Source: an optimization exercise on an open RTL-to-GDS flow (aim: small area and a short achievable clock period). Production flows keep margins and buffers that such runs may drop. Where RTL was checked, it was by simulation tests only, not by an equivalence proof against the original. Power is estimated from default activity; no workload was simulated.

## region
module region (
    input  logic                                     clk,
    input  logic                                     rst_n,
    input  logic [4-1:0]                re,
    input  logic [2*4-1:0]              rsel,
    input  logic [5*4-1:0] raddr,
    input  logic [4-1:0]                we,
    input  logic [2*4-1:0]              wsel,
    input  logic [5*4-1:0] waddr,
    input  logic [16*4-1:0] wdata,
    output logic [4-1:0]                rvalid,
    output logic [16*4-1:0] rdata,
    output logic                                     empty,
    output logic                                     almostfull
);
Size: roughly 2900 cells after synthesis, about 1200 flip-flops, about 200 I/O pins.
export LEC_CHECK = 0
export CAP_MARGIN = 20
export CORE_MARGIN = 2
export CORE_UTILIZATION = 50
export CTS_CLUSTER_DIAMETER = 80
export CTS_CLUSTER_SIZE = 25
export SETUP_SLACK_MARGIN = 1.9
export SLEW_MARGIN = 20
export SYNTH_HIERARCHICAL = 1
create_clock -name core_clock -period 4.0 [get_ports {clk}]
standard.sh (not shown) runs the stock make flow with config.mk's settings and CLKGATE_MAP_FILE= SYNTH_SCRIPT=/design/flow/synth_recipe.tcl, a recipe that flattens the netlist after the stock synthesis.
==> flow/flow/run.sh <==
#!/bin/bash
# Layout flow: the standard ORFS flow (standard.sh), unchanged synthesis,
# with plain buffers on the ports instead of the delay cells buffer_ports
# picks by default, and a clock tree without dummy loads. Each step's output
# goes to a log of its own here.
set -euo pipefail
export BUFFER_PORTS_ARGS="-buffer_cell sky130_fd_sc_hd__buf_2"
export CTS_ARGS="-sink_clustering_enable -repair_clock_nets -sink_clustering_size 25 -sink_clustering_max_diameter 80 -dont_use_dummy_load"
bash standard.sh synth > synth.log 2>&1
bash standard.sh floorplan > floorplan.log 2>&1
bash standard.sh place > place.log 2>&1
bash standard.sh cts > cts.log 2>&1
bash standard.sh route > route.log 2>&1
bash standard.sh finish > finish.log 2>&1
Then changed:
==> flow/flow/run.sh (replaced) <==
#!/bin/bash
# Layout flow: the standard ORFS flow (standard.sh), unchanged synthesis,
# with plain buffers on the ports instead of the delay cells buffer_ports
# picks by default. Each step's output goes to a log of its own here.
set -euo pipefail
export BUFFER_PORTS_ARGS="-buffer_cell sky130_fd_sc_hd__buf_2"
bash standard.sh synth > synth.log 2>&1
bash standard.sh floorplan > floorplan.log 2>&1
bash standard.sh place > place.log 2>&1
bash standard.sh cts > cts.log 2>&1
bash standard.sh route > route.log 2>&1
bash standard.sh finish > finish.log 2>&1
CORE_UTILIZATION = 55   (was 50)
SETUP_SLACK_MARGIN = 1.8   (was 1.9)
Result: Routed wire length goes up by 2.5%; clock skew barely changes; core utilization came out higher by 5.1 points; via count hardly moves; global-route usage grows by 3.2 points; register-to-register slack gets worse by 0.11 ns; clock power came out higher by 14%; worst hold slack loses 0.028 ns; final area goes down by 0.33%; power increases by 3.3%; die area drops by 9.0%.
Then changed:
--- a/flow/flow/run.sh
+++ b/flow/flow/run.sh
@@ -3,5 +3,7 @@
 # with plain buffers on the ports instead of the delay cells buffer_ports
-# picks by default. Each step's output goes to a log of its own here.
+# picks by default, and a clock tree without dummy loads. Each step's output
+# goes to a log of its own here.
 set -euo pipefail
 export BUFFER_PORTS_ARGS="-buffer_cell sky130_fd_sc_hd__buf_2"
+export CTS_ARGS="-sink_clustering_enable -repair_clock_nets -sink_clustering_size 25 -sink_clustering_max_diameter 80 -dont_use_dummy_load"
 bash standard.sh synth > synth.log 2>&1
CORE_UTILIZATION = 45   (was 55)
Result: The new run finished clean. Final cell count rose by 4.4%. Setup slack loses 0.062 ns. Clock skew grows by 0.036 ns. Routed wire length climbs by 3.8%. Global-route usage decreases by 4.2 points. Combinational power goes up by about 6%. Non-clock buffer count rises by 7.
No run of this note included a check of the RTL's function; only the layout flow was run.


wip/maple:
The RTL this note starts from:
==> flow/design.v <==
`timescale 1ns/1ns
module region_ram (
    input  logic                      clk,
    input  logic [(1<<5)-1:0] rrow,
    output logic [16-1:0] rword,
    input  logic                      we,
    input  logic [5-1:0] waddr,
    input  logic [16-1:0] wdata
);
    localparam int unsigned DEPTH = 1 << 5;
    logic [DEPTH-1:0][16-1:0] mem;
    logic [DEPTH-1:0]                     wrow;
    always_comb begin
        for (int i = 0; i < DEPTH; i++) begin
            wrow[i] = we && (waddr == 5'(i));
        end
    end
    always_ff @(posedge clk) begin
        for (int i = 0; i < DEPTH; i++) begin
            if (wrow[i]) begin
                mem[i] <= wdata;
            end
        end
    end
    always_comb begin
        rword = '0;
        for (int i = 0; i < DEPTH; i++) begin
            rword |= {16{rrow[i]}} & mem[i];
        end
    end
endmodule
`timescale 1ns/1ns
module region_fifo (
    input  logic                      clk,
    input  logic                      rst_n,
    input  logic                      re,
    output logic [16-1:0] head,
    input  logic                      we,
    input  logic [16-1:0] wdata,
    output logic                      empty,
    output logic                      almostfull
);
    localparam int unsigned DEPTH = 1 << 5;
    localparam logic [5:0] AFULL_LEVEL = (5+1)'(DEPTH - 4);
    logic [DEPTH-1:0][16-1:0] mem;
    logic [5:0]   count;
    logic [3:0]                head_lo, head_lo_nxt;
    logic [DEPTH/4-1:0]        head_hi, head_hi_nxt;
    logic                      do_wr;
    logic [DEPTH-1:0]          hrow;
    logic [5:0]   count_up, count_dn, count_nxt;
    assign do_wr = we && !count[5];
    assign count_up = count + 1'b1;
    assign count_dn = count - 1'b1;
    always_comb begin
        if (re) begin
            count_nxt = do_wr ? count : count_dn;
        end else begin
            count_nxt = do_wr ? count_up : count;
        end
    end
    always_comb begin
        head_lo_nxt = head_lo;
        head_hi_nxt = head_hi;
        if (do_wr && !re) begin
            head_lo_nxt = {head_lo[2:0], head_lo[3]};
            if (head_lo[3]) begin
                head_hi_nxt = {head_hi[DEPTH/4-2:0], head_hi[DEPTH/4-1]};
            end
        end else if (re && !do_wr) begin
            head_lo_nxt = {head_lo[0], head_lo[3:1]};
            if (head_lo[0]) begin
                head_hi_nxt = {head_hi[0], head_hi[DEPTH/4-1:1]};
            end
        end
    end
    always_ff @(posedge clk) begin
        if (!rst_n) begin
            count      <= '0;
            head_lo    <= 4'b1000;
            head_hi    <= {1'b1, {(DEPTH/4-1){1'b0}}};
            empty      <= 1'b1;
            almostfull <= 1'b0;
        end else begin
            count      <= count_nxt;
            head_lo    <= head_lo_nxt;
            head_hi    <= head_hi_nxt;
            empty      <= (count_nxt == '0);
            almostfull <= (count_nxt >= AFULL_LEVEL);
        end
    end
    always_ff @(posedge clk) begin
        if (do_wr) begin
            mem <= {mem[DEPTH-2:0], wdata};
        end
    end
    always_comb begin
        for (int i = 0; i < DEPTH; i++) begin
            hrow[i] = head_lo[i%4] && head_hi[i/4];
        end
        head = '0;
        for (int i = 0; i < DEPTH; i++) begin
            head |= {16{hrow[i]}} & mem[i];
        end
    end
endmodule
`timescale 1ns/1ns
module read_arbiter (
    input  logic                                     clk,
    input  logic                                     rst_n,
    input  logic [4-1:0]                re,
    input  logic [2*4-1:0]              rsel,
    input  logic [5*4-1:0] raddr,
    output logic [4-1:0]                rvalid,
    output logic [16*4-1:0] rdata,
    output logic [(1<<5)-1:0]           ram_rrow,
    input  logic [16-1:0]                ram_rdata,
    output logic                                     fifo_re,
    input  logic [16-1:0]                fifo_rdata,
    input  logic                                     fifo_empty
);
    logic [4-1:0] ram_req;
    logic [4-1:0] fifo_req;
    logic [4-1:0] rvalid_q;
    logic [16*4-1:0] rdata_q;
    always_comb begin
        ram_rrow = '0;
        for (int c = 0; c < 4; c++) begin
            ram_req[c]  = re[c] && (rsel[2*c +: 2] == 2'd1);
            fifo_req[c] = re[c] && (rsel[2*c +: 2] == 2'd2);
            for (int i = 0; i < (1 << 5); i++) begin
                ram_rrow[i] = ram_rrow[i] ||
                    (ram_req[c] && raddr[c*5 +: 5] == 5'(i));
            end
        end
    end
    assign fifo_re = |fifo_req && !fifo_empty;
    always_ff @(posedge clk) begin
        if (!rst_n) begin
            rvalid_q <= '0;
        end else begin
            for (int c = 0; c < 4; c++) begin
                rvalid_q[c] <= ram_req[c] || (fifo_req[c] && !fifo_empty);
            end
        end
    end
    always_ff @(posedge clk) begin
        for (int c = 0; c < 4; c++) begin
            rdata_q[c*16 +: 16] <= rsel[2*c + 1] ? fifo_rdata : ram_rdata;
        end
    end
    assign rvalid = rvalid_q;
    assign rdata  = rdata_q;
endmodule
`timescale 1ns/1ns
module write_arbiter (
    input  logic                                     clk,
    input  logic                                     rst_n,
    input  logic [4-1:0]                we,
    input  logic [2*4-1:0]              wsel,
    input  logic [5*4-1:0] waddr,
    input  logic [16*4-1:0] wdata,
    output logic                                     ram_we,
    output logic [5-1:0]                ram_waddr,
    output logic [16-1:0]                ram_wdata,
    output logic                                     fifo_we,
    output logic [16-1:0]                fifo_wdata
);
    logic [4-1:0] ram_req;
    logic [4-1:0] fifo_req;
    logic [5-1:0] ram_waddr_d;
    logic [16-1:0] ram_wdata_d;
    logic [16-1:0] fifo_wdata_d;
    always_comb begin
        ram_waddr_d  = '0;
        ram_wdata_d  = '0;
        fifo_wdata_d = '0;
        for (int c = 0; c < 4; c++) begin
            ram_req[c]  = we[c] && wsel[2*c + 0];
            fifo_req[c] = we[c] && wsel[2*c + 1];
            ram_waddr_d  |= {5{ram_req[c]}}  & waddr[c*5 +: 5];
            ram_wdata_d  |= {16{ram_req[c]}}  & wdata[c*16 +: 16];
            fifo_wdata_d |= {16{fifo_req[c]}} & wdata[c*16 +: 16];
        end
    end
    always_ff @(posedge clk) begin
        if (!rst_n) begin
            ram_we  <= 1'b0;
            fifo_we <= 1'b0;
        end else begin
            ram_we  <= |ram_req;
            fifo_we <= |fifo_req;
        end
    end
    always_ff @(posedge clk) begin
        ram_waddr  <= ram_waddr_d;
        ram_wdata  <= ram_wdata_d;
        fifo_wdata <= fifo_wdata_d;
    end
endmodule
`timescale 1ns/1ns
module region (
    input  logic                                     clk,
    input  logic                                     rst_n,
    input  logic [4-1:0]                re,
    input  logic [2*4-1:0]              rsel,
    input  logic [5*4-1:0] raddr,
    input  logic [4-1:0]                we,
    input  logic [2*4-1:0]              wsel,
    input  logic [5*4-1:0] waddr,
    input  logic [16*4-1:0] wdata,
    output logic [4-1:0]                rvalid,
    output logic [16*4-1:0] rdata,
    output logic                                     empty,
    output logic                                     almostfull
);
    logic [(1<<5)-1:0] ram_rrow;
    logic [16-1:0] ram_rdata;
    logic                      ram_we;
    logic [5-1:0] ram_waddr;
    logic [16-1:0] ram_wdata;
    logic                      fifo_re;
    logic [16-1:0] fifo_rdata;
    logic                      fifo_we;
    logic [16-1:0] fifo_wdata;
    read_arbiter i_read_arbiter (
        .clk        (clk),
        .rst_n      (rst_n),
        .re         (re),
        .rsel       (rsel),
        .raddr      (raddr),
        .rvalid     (rvalid),
        .rdata      (rdata),
        .ram_rrow   (ram_rrow),
        .ram_rdata  (ram_rdata),
        .fifo_re    (fifo_re),
        .fifo_rdata (fifo_rdata),
        .fifo_empty (empty)
    );
    write_arbiter i_write_arbiter (
        .clk        (clk),
        .rst_n      (rst_n),
        .we         (we),
        .wsel       (wsel),
        .waddr      (waddr),
        .wdata      (wdata),
        .ram_we     (ram_we),
        .ram_waddr  (ram_waddr),
        .ram_wdata  (ram_wdata),
        .fifo_we    (fifo_we),
        .fifo_wdata (fifo_wdata)
    );
    region_ram i_region_ram (
        .clk    (clk),
        .rrow   (ram_rrow),
        .rword  (ram_rdata),
        .we     (ram_we),
        .waddr  (ram_waddr),
        .wdata  (ram_wdata)
    );
    region_fifo i_region_fifo (
        .clk        (clk),
        .rst_n      (rst_n),
        .re         (fifo_re),
        .head       (fifo_rdata),
        .we         (fifo_we),
        .wdata      (fifo_wdata),
        .empty      (empty),
        .almostfull (almostfull)
    );
endmodule
export LEC_CHECK = 0
export CAP_MARGIN = 20
export CORE_MARGIN = 2
export CORE_UTILIZATION = 55
export CTS_CLUSTER_DIAMETER = 80
export CTS_CLUSTER_SIZE = 25
export SETUP_SLACK_MARGIN = 2.0
export SLEW_MARGIN = 20
create_clock -name core_clock -period 4.0 [get_ports {clk}]
==> flow/flow/run.sh <==
#!/bin/bash
# Layout flow: the standard ORFS flow (standard.sh), unchanged synthesis,
# with plain buffers on the ports instead of the delay cells buffer_ports
# picks by default. Each step's output goes to a log of its own here.
set -euo pipefail
export BUFFER_PORTS_ARGS="-buffer_cell sky130_fd_sc_hd__buf_2"
bash standard.sh synth > synth.log 2>&1
bash standard.sh floorplan > floorplan.log 2>&1
bash standard.sh place > place.log 2>&1
bash standard.sh cts > cts.log 2>&1
bash standard.sh route > route.log 2>&1
bash standard.sh finish > finish.log 2>&1
What wip/lagoon does differently from wip/maple at the input level:
Settings: CORE_UTILIZATION now 45, was 55; SETUP_SLACK_MARGIN now 1.75, was 2.0.
## What came out
Number of clock buffers inserted by TritonCTS of wip/lagoon exceeds that of wip/maple slightly. Footprint of the multi-input gates of wip/lagoon is on par with wip/maple. wip/lagoon vs. wip/maple: highest net fanout along the worst path shows a reduction of 2; total routed wirelength shows a reduction of about 5%; relative area of non-clock buffer cells in the final design shows a reduction of 1.9 points; final cell count shows an increase of 125; end-of-flow core utilization shows a reduction of 14 points. On wip/lagoon: minimum period implied by the final worst setup slack is 34 ps higher than what wip/maple gave.
Changes in wip/harbor relative to wip/lagoon:
Settings: swapping 45 for 50 in CORE_UTILIZATION; swapping 1.75 for 2.0 in SETUP_SLACK_MARGIN.
==> results.txt <==
wip/harbor reports a lower final critical-path required period than wip/lagoon does. Comparing wip/lagoon and wip/harbor, the higher routed length on met1 is on wip/harbor. Summary of the comparison: tap cell count is lower in wip/harbor, relative to wip/lagoon. Critical path capture point: i_read_arbiter.rdata_q[14]$_DFF_P_ -> wip/harbor, i_read_arbiter.rdata_q[42]$_DFF_P_ -> wip/lagoon. Diff wip/lagoon..wip/harbor | routed wire length | negligible.
#### Input delta (wip/xenon over wip/harbor)
Settings: CTS_CLUSTER_SIZE no longer set, was 25; CORE_UTILIZATION now 40, was 50; CTS_CLUSTER_DIAMETER no longer set, was 80.
==> flow/run.sh (new file) <==
#!/bin/bash
# synth_recipe.tcl (not shown) runs the flow's synth.tcl, then flattens the netlist and writes it again
# the make line also repeats each setting of config.mk as NAME=value (left out here)
make -C /OpenROAD-flow-scripts/flow DESIGN_CONFIG=/design/flow/config.mk WORK_HOME=/design/flow/orfs CLKGATE_MAP_FILE= SYNTH_SCRIPT=/design/flow/synth_recipe.tcl finish
removed: flow/flow/run.sh
removed: flow/standard.sh
Results
- Summary of wip/xenon over wip/harbor: switching component of the power rose by 0.0010 W, wire length the detailed router placed on met1 higher, total instance count after detailed placement higher.
- Final weighted congestion in routability-driven placement, wip/harbor and wip/xenon, higher one = wip/harbor.
- Compared with wip/harbor, in wip/xenon cell count picked up an extra about 11%, pin slew with the least headroom to its limit went down by 71 ps, layout overhead on the synthesized area now sits higher, part of the power in combinational logic now smaller.
- Worst-skew pair later-pin latency: wip/xenon > wip/harbor

-- static timing again, ports no longer ideal --
Ports are ideal in the flow. The routed layouts listed here were re-timed in OpenROAD. Step 1: set_driving_cell puts a clkbuf_16 on clk and a buf_2 on each other input, an assumption about the parent block. Step 2 moves the port delays by t, midway between the first and last clock arrival at a register: inputs arrive t later, outputs are due t later. That takes back most of the time a late clock gives input paths. a / b / c = no drivers / after step 1 / after step 2; a / b = the first two.
| run | t (ns) | slack for setup (ns) | cell pins on the clock port's net |
|---|---|---|---|
| the first run of note 1 | 0.720 | 1.781 / 1.715 / 1.077 | 1 |
| the second run of note 1 | 0.737 | 1.764 / 1.691 / 1.027 | 1 |
| the third run of note 1 | 0.732 | 1.702 / 1.630 / 0.992 | 1 |
| wip/maple | 0.730 | 1.616 / 1.645 / 0.915 | 1 |
| wip/lagoon | 0.744 | 1.582 / 1.606 / 0.861 | 1 |
| wip/harbor | 0.738 | 1.637 / 1.645 / 0.907 | 1 |
| wip/xenon | 0.778 | 1.647 / 1.678 / 0.901 | 1 |
After both steps setup and hold are still met in every run listed. For wip/xenon, which loses most, drivers alone change the setup slack by +0.031 ns; drivers and shift together by -0.746 ns.
